This is an optimization exercise on Yosys and OpenROAD, whose aim is small area, not a production implementation. Function was checked by simulation only, so behaviour that the tests miss may differ from the original.

## harbor
// load_input_buffer
module load_input_buffer #(
  parameter int IN_W       = 8,
  parameter int IMG_BITS   = 784,
  parameter int RD_W       = 1,
  parameter int DOUBLE_BUF = 1,
  localparam int WORDS     = IMG_BITS / IN_W,
  localparam int RDEPTH    = IMG_BITS / RD_W,
  localparam int RA_W      = (RDEPTH > 1) ? $clog2(RDEPTH) : 1,
  localparam int WC_W      = (WORDS > 1) ? $clog2(WORDS) : 1
) (
  input  logic            clk,
  input  logic            rst,
  input  logic            trigger,
  input  logic [IN_W-1:0] data,
  input  logic [RA_W-1:0] addr,
  output logic [RD_W-1:0] q,
  output logic            ready,
  input  logic            release_i,
  output logic            loading,
  output logic            drop,
  output logic [WC_W-1:0] wr_cnt
);
==> module load_input_buffer, before the edit <==
module load_input_buffer #(
  parameter int IN_W       = 8,
  parameter int IMG_BITS   = 784,
  parameter int RD_W       = 1,
  parameter int DOUBLE_BUF = 1,
  localparam int WORDS     = IMG_BITS / IN_W,
  localparam int RDEPTH    = IMG_BITS / RD_W,
  localparam int RA_W      = (RDEPTH > 1) ? $clog2(RDEPTH) : 1,
  localparam int WC_W      = (WORDS > 1) ? $clog2(WORDS) : 1
) (
  input  logic            clk,
  input  logic            rst,
  input  logic            trigger,
  input  logic [IN_W-1:0] data,
  input  logic [RA_W-1:0] addr,
  output logic [RD_W-1:0] q,
  output logic            ready,
  input  logic            release_i,
  output logic            loading,
  output logic            drop,
  output logic [WC_W-1:0] wr_cnt
);
  localparam int WB = IMG_BITS - IN_W;             
  localparam logic [WC_W-1:0] LAST_CNT = WC_W'(WORDS - 1);
  logic [WB-1:0]       w_q;        
  logic [IN_W-1:0]     l_q;        
  logic [IMG_BITS-1:0] r_q;        
  logic                r_full_q;   
  logic                w_full_q;   
  logic [WC_W-1:0]     cnt_q;
  logic                drop_q;
  logic [RD_W-1:0]     q_q;
  logic wr_ok, last, rel, shift, done, to_r, to_l, ld_r;
  assign wr_ok = trigger & ~w_full_q;
  assign last  = (cnt_q == LAST_CNT);
  assign rel   = release_i & r_full_q;
  assign shift = wr_ok & ~last;
  assign done  = wr_ok & last;
  assign to_r  = done & (~r_full_q | rel);
  assign to_l  = done & r_full_q & ~rel;
  assign ld_r  = to_r | (rel & w_full_q);
  always_ff @(posedge clk) begin
    if (rst) begin
      cnt_q    <= '0;
      r_full_q <= 1'b0;
      w_full_q <= 1'b0;
      drop_q   <= 1'b0;
    end else begin
      if (done)       cnt_q <= '0;
      else if (shift) cnt_q <= cnt_q + 1'b1;
      r_full_q <= ld_r | (r_full_q & ~rel);
      w_full_q <= to_l | (w_full_q & ~rel);
      drop_q   <= trigger & w_full_q;
    end
  end
  logic p_q;
  logic [IN_W-1:0] dx;
  assign dx = data ^ {IN_W{p_q}};
  always_ff @(posedge clk) begin
    if (rst) p_q <= 1'b0;
    else     p_q <= ~p_q;
  end
  logic shift_n, to_l_n, ld_r_n;
  assign shift_n = ~shift;
  assign to_l_n  = ~to_l;
  assign ld_r_n  = ~ld_r;
  logic [WB-1:0]       w_d;
  logic [IN_W-1:0]     l_d;
  logic [IMG_BITS-1:0] r_d, r_src;
  logic [WB-1:0]       w_src;
  assign w_src = {dx, w_q[WB-1:IN_W]};
  assign r_src = {(w_full_q ? l_q : dx), w_q};
  for (genvar i = 0; i < WB; i++) begin : g_w
    lib_oai22 u_m (.a1(shift), .a2(w_q[i]), .b1(shift_n), .b2(w_src[i]), .y(w_d[i]));
  end
  for (genvar i = 0; i < IN_W; i++) begin : g_l
    lib_oai22 u_m (.a1(to_l), .a2(l_q[i]), .b1(to_l_n), .b2(dx[i]), .y(l_d[i]));
  end
  for (genvar i = 0; i < IMG_BITS; i++) begin : g_r
    lib_oai22 u_m (.a1(ld_r), .a2(r_q[i]), .b1(ld_r_n), .b2(r_src[i]), .y(r_d[i]));
  end
  always_ff @(posedge clk) begin
    w_q <= w_d;
    l_q <= l_d;
    r_q <= r_d;
  end
  localparam int NCOL = 32;
  localparam int NROW = (IMG_BITS + NCOL - 1) / NCOL;    
  logic [NCOL-1:0] col_n;
  logic [NROW-1:0] row_n, term;
  logic            valid, rd_inv;
  for (genvar c = 0; c < NCOL; c++) begin : g_col
    assign col_n[c] = ~(addr[4:0] == 5'(c));
  end
  for (genvar r = 0; r < NROW; r++) begin : g_row
    assign row_n[r] = ~(addr[RA_W-1:5] == (RA_W-5)'(r));
  end
  for (genvar r = 0; r < NROW; r++) begin : g_rd
    localparam int NB = (IMG_BITS - r*NCOL < NCOL) ? IMG_BITS - r*NCOL : NCOL;   
    if (NB == NCOL) begin : g_f
      lib_rd_row #(.N(NCOL)) u_r (.col_n(col_n), .bits(r_q[r*NCOL +: NCOL]), .row_n(row_n[r]), .y(term[r]));
    end else begin : g_h
      lib_rd_row #(.N(NB)) u_r (.col_n(col_n[NB-1:0]), .bits(r_q[r*NCOL +: NB]), .row_n(row_n[r]), .y(term[r]));
    end
  end
  assign valid  = (addr < RA_W'(RDEPTH));
  assign rd_inv = |term;
  always_ff @(posedge clk) begin
    if (rst) q_q <= '0;
    else     q_q <= valid & ~(rd_inv ^ p_q);
  end
  assign q       = q_q;
  assign ready   = r_full_q;
  assign drop    = drop_q;
  assign wr_cnt  = cnt_q;
  assign loading = (cnt_q != '0);
endmodule
clock: 6.0 ns
lec_check: 0
cap_margin: 0
core_margin: 2
core_utilization: 60
cts_buf_list: sky130_fd_sc_hd__clkbuf_16
cts_cluster_diameter: 80
cts_cluster_size: 30
slew_margin: 0
synth_hierarchical: 1
synth_minimum_keep_size: 0
run.sh (not shown) runs the stock make flow with config.mk's settings and CLKGATE_MAP_FILE= SYNTH_SCRIPT=/design/flow/synth_recipe.tcl, a recipe that flattens the netlist after the stock synthesis.
Relative to harbor, the following input files were edited for onyx:
--- a/flow/design.v
+++ b/flow/design.v
@@ -65,20 +65,26 @@
   assign to_l_n  = ~to_l;
   assign ld_r_n  = ~ld_r;
   logic [WB-1:0]       w_d;
   logic [IN_W-1:0]     l_d;
-  logic [IMG_BITS-1:0] r_d, r_src;
+  logic [IMG_BITS-1:0] r_d;
+  logic [WB-1:0]       r_src;
   logic [WB-1:0]       w_src;
   assign w_src = {dx, w_q[WB-1:IN_W]};
-  assign r_src = {(w_full_q ? l_q : dx), w_q};
+  assign r_src = w_q;
   for (genvar i = 0; i < WB; i++) begin : g_w
     lib_oai22 u_m (.a1(shift), .a2(w_q[i]), .b1(shift_n), .b2(w_src[i]), .y(w_d[i]));
   end
   for (genvar i = 0; i < IN_W; i++) begin : g_l
     lib_oai22 u_m (.a1(to_l), .a2(l_q[i]), .b1(to_l_n), .b2(dx[i]), .y(l_d[i]));
   end
-  for (genvar i = 0; i < IMG_BITS; i++) begin : g_r
+  for (genvar i = 0; i < WB; i++) begin : g_r
     lib_oai22 u_m (.a1(ld_r), .a2(r_q[i]), .b1(ld_r_n), .b2(r_src[i]), .y(r_d[i]));
+  end
+  logic ld_l;
+  assign ld_l = rel & w_full_q;
+  for (genvar i = WB; i < IMG_BITS; i++) begin : g_rt
+    lib_aoi222 u_m (.a1(ld_r_n), .a2(r_q[i]), .b1(ld_l), .b2(l_q[i-WB]), .c1(to_r), .c2(dx[i-WB]), .y(r_d[i]));
   end
   always_ff @(posedge clk) begin
     w_q <= w_d;
     l_q <= l_d;
@@ -133,4 +139,15 @@
   output logic         y
 );
   assign y = ~row_n & |(~col_n & ~bits);
 endmodule
+module lib_aoi222 (
+  input  logic a1,
+  input  logic a2,
+  input  logic b1,
+  input  logic b2,
+  input  logic c1,
+  input  logic c2,
+  output logic y
+);
+  assign y = ~((a1 & a2) | (b1 & b2) | (c1 & c2));
+endmodule
### Flow results
- Looking at the reports, onyx completed the entire flow and the layout it produced met the timing, design-rule and antenna checks.
- harbor | stages: all done | timing, DRC, antenna: all pass
- Between harbor and onyx, the share of cell area taken by multi-input logic gates figures differ only marginally.
- Taking harbor as the reference, in onyx placement-stage cell area has decreased, total wire length after detailed routing has decreased, mux share of post-synthesis cell area has decreased.
- harbor has a higher global-route usage than onyx.
- Taking harbor as the reference point, the layout overhead on the synthesized area of onyx falls by 0.40 points.
- On onyx: cell count is 0.48% lower than what harbor gave.
- | xor/xnor cell area share of the yosys netlist | harbor vs onyx | ≈ equal |
- onyx vs harbor — number of buffers other than clock buffers in the final layout dropped by more than 10%
- Compared onyx against harbor; synthesized net count within noise.

## what the ideal ports hide
How much do the figures lean on ideal ports? The routed layouts below were timed once more, with nothing changed but the port constraints. Step 1, drivers: a clkbuf_16 drives clk and a buf_2 each remaining input, both assumed. Step 2 times the ports against the registers' clock, not the clock port: input delays grow and output delays shrink by t, the midpoint of the rising clock arrivals with the driver on. Slacks: no drivers / after step 1 / after step 2; pairs: no drivers / after step 1.
run	t, ns	slack for setup (ns)	hold slack, ns	clock arrival spread, ns	worst register clock-pin slew, ns
harbor	0.746	1.253 / 1.219 / 0.473	0.457 / 0.457 / 0.457	0.031 / 0.031	0.12 / 0.12
onyx	0.738	1.310 / 1.290 / 0.553	0.419 / 0.419 / 0.419	0.026 / 0.027	0.11 / 0.11
After both steps every run listed still meets setup and hold. For harbor, which loses most, drivers alone change the setup slack by -0.034 ns; drivers and shift together by -0.780 ns.
